Source: an optimization exercise on an open RTL-to-GDS flow (aim: small area, a short achievable clock period and few clock cycles). Production flows keep margins and buffers that such runs may drop.
Function was checked by simulation only, so behaviour that the tests miss may differ from the original.
Power figures rest on the tool's default switching activity, not on a simulated workload.

## grid_cell_neighbor_enumerator
module grid_cell_neighbor_enumerator #(
    parameter int MAX_DIM = 1024
) (
    input  logic                            i_clk,
    input  logic                            i_rst_n,
    input  logic                            req_valid,
    output logic                            req_ready,
    input  logic [gcne_pkg::INDEX_W-1:0]    req_cell_index,
    output logic                            res_valid,
    input  logic                            res_ready,
    output logic [gcne_pkg::COORD_OUT_W-1:0] res_cell_i,
    output logic [gcne_pkg::COORD_OUT_W-1:0] res_cell_j,
    output logic [gcne_pkg::COORD_OUT_W-1:0] res_cell_k,
    output logic                            res_valid_res,
    output logic                            res_last,
    input  logic                            psel,
    input  logic                            penable,
    input  logic                            pwrite,
    input  logic [gcne_pkg::APB_ADDR_W-1:0] paddr,
    input  logic [gcne_pkg::APB_DATA_W-1:0] pwdata,
    output logic [gcne_pkg::APB_DATA_W-1:0] prdata,
    output logic                            pready
);
Settings: LEC_CHECK=0, CAP_MARGIN=20, CORE_MARGIN=2, CORE_UTILIZATION=55, SETUP_SLACK_MARGIN=4.7, SLEW_MARGIN=20; clock period 8.0 ns.
run.sh (not shown) runs the stock make flow with config.mk's settings and CLKGATE_MAP_FILE= SYNTH_SCRIPT=/design/flow/synth_recipe.tcl, a recipe that flattens the netlist after the stock synthesis.
Testbench counts at the start, summed over its fixed seeds: cycles 128,706.
Change:
SETUP_SLACK_MARGIN = 5.0   (was 4.7)
The changed run completed with no timing, DRC or antenna violations.
Register-to-register slack is better by 0.16 ns.
Power came out higher by 3.4%.
Non-clock buffer count climbs by 58.
Sequential power hardly moves.
Setup slack gets better by 0.20 ns.
Change:
CORE_UTILIZATION = 40   (was 55)
SETUP_SLACK_MARGIN = 4.5   (was 5.0)
The changed run passed the timing, design-rule and antenna checks.
Non-clock buffer count is lower by 62.
Maximum frequency is lower by 8.1%.
Register-to-register slack loses 0.27 ns.
Cell count is higher by 2.9%.

---

## try-zinc
Another version of the RTL of grid_cell_neighbor_enumerator (not shown whole).
For scale: ~1300 cells after synthesis, about 140 I/O pins.
## grid_cell_neighbor_enumerator
module grid_cell_neighbor_enumerator #(
    parameter int MAX_DIM = 1024
) (
    input  logic                            i_clk,
    input  logic                            i_rst_n,
    input  logic                            req_valid,
    output logic                            req_ready,
    input  logic [gcne_pkg::INDEX_W-1:0]    req_cell_index,
    output logic                            res_valid,
    input  logic                            res_ready,
    output logic [gcne_pkg::COORD_OUT_W-1:0] res_cell_i,
    output logic [gcne_pkg::COORD_OUT_W-1:0] res_cell_j,
    output logic [gcne_pkg::COORD_OUT_W-1:0] res_cell_k,
    output logic                            res_valid_res,
    output logic                            res_last,
    input  logic                            psel,
    input  logic                            penable,
    input  logic                            pwrite,
    input  logic [gcne_pkg::APB_ADDR_W-1:0] paddr,
    input  logic [gcne_pkg::APB_DATA_W-1:0] pwdata,
    output logic [gcne_pkg::APB_DATA_W-1:0] prdata,
  ...
clock: 8.0 ns
lec_check: 0
cap_margin: 20
core_margin: 2
core_utilization: 55
setup_slack_margin: 4.7
slew_margin: 20
standard.sh (not shown) runs the stock make flow with config.mk's settings and CLKGATE_MAP_FILE= SYNTH_SCRIPT=/design/flow/synth_recipe.tcl, a recipe that flattens the netlist after the stock synthesis.
==> flow/flow/run.sh <==
#!/bin/bash
# The standard layout, with the port buffers inserted as the smallest buffer cell
# (resizing then sizes them up where timing needs it). Every input and output port
# still gets its own buffer.
set -euo pipefail
export BUFFER_PORTS_ARGS="-buffer_cell sky130_fd_sc_hd__buf_1"
bash standard.sh finish > standard_flow.log 2>&1
try-zinc went all the way through synthesis, placement and routing and the layout is clean on timing, DRC and antenna.
Testbench counts of try-zinc, summed over its fixed seeds: cycles 126,644.
Inputs modified between try-zinc and try-ember:
Settings: ABC_AREA now 1, previously not set; CTS_BUF_LIST now sky130_fd_sc_hd__clkbuf_4 sky130_fd_sc_hd__clkbuf_8, previously not set; SETUP_SLACK_MARGIN now 4.9, was 4.7; CORE_UTILIZATION now 48, was 55.
### Flow results
Going from try-zinc to try-ember, wire length on met2 shrank by a few percent.
try-zinc has higher fraction of standard cell area in multi-input logic than try-ember.
Per the comparison of try-ember with try-zinc, total power divided by cell area went down, worst stage delay on the critical path -50 ps.
Any difference in combinational power between try-zinc and try-ember is small enough to ignore.
Count of clock-buffer cells in the layout | try-ember below try-zinc
The inputs of try-tundra differ from those of try-ember as listed below.
Settings: swapping 48 for 62 in CORE_UTILIZATION.
Notes after the runs:
- On post-CTS setup buffer count: try-tundra sits above try-ember.
- Against try-ember, try-tundra reports a cell-internal power that is higher.
- Compared with try-ember, number of tap cells added at floorplan in try-tundra decreased by more than a quarter.
- Going from try-ember to try-tundra, register-to-register slack climbed 60 ps; critical path depth lost 1.
- Changes observed in try-tundra relative to try-ember: hold slack barely changed; global-route usage moved up; final worst slack moved up.
- From try-ember to try-tundra the numbers moved as follows: via count moved up; die area has decreased.
- try-tundra finished every step from synthesis to the final layout, and the layout passed the timing, design-rule and antenna checks.
Input changes introduced in try-xenon (baseline for comparison: try-tundra):
Settings: changing CORE_UTILIZATION from 62 to 55; changing SETUP_SLACK_MARGIN from 4.9 to 5.0.
### Flow results
try-xenon reached the final stage; the timing, design-rule and antenna checks on its layout passed. Switching part of the total up 0.63 points in try-xenon wrt try-tundra. try-tundra → try-xenon: clock latency of the later-clocked register in the worst-skew pair grew by 20 ps, detailed router's first-iteration violation count fell 16%, total number of vias rose by 87, sequential share of layout area fell by 1.3 points.

[afterwards: timing with drivers on the ports]
The results above use ideal ports. As a check the final layouts listed here were re-extracted and re-timed, cells and wires unchanged. Step 1: set_driving_cell puts a clkbuf_16 on i_clk and a buf_2 on each other input, an assumption about the parent block. Step 2 moves the port delays by t, midway between the first and last clock arrival at a register: inputs arrive t later, outputs are due t later. That takes back most of the time a late clock gives input paths. Three values: ideal, step 1, step 2; two values: the first two.
run	t, ns	setup WS [ns]	worst setup path after step 2	pins driven straight from the clock port
the first run of note 1	0.473	4.781 / 4.738 / 4.318	input to register	1
the second run of note 1	0.477	4.977 / 4.977 / 4.592	input to register	1
the third run of note 1	0.474	4.711 / 4.705 / 4.290	input to register	1
try-zinc	0.480	4.741 / 4.696 / 4.471	input to register	1
try-ember	0.518	4.936 / 4.889 / 4.516	input to register	1
try-tundra	0.495	5.005 / 4.962 / 4.559	input to register	1
try-xenon	0.506	5.019 / 5.034 / 4.528	input to register	1
After both steps every run listed still meets setup and hold. The setup slack of try-xenon, which loses most, moves by +0.015 ns with the drivers and by -0.491 ns with both steps.
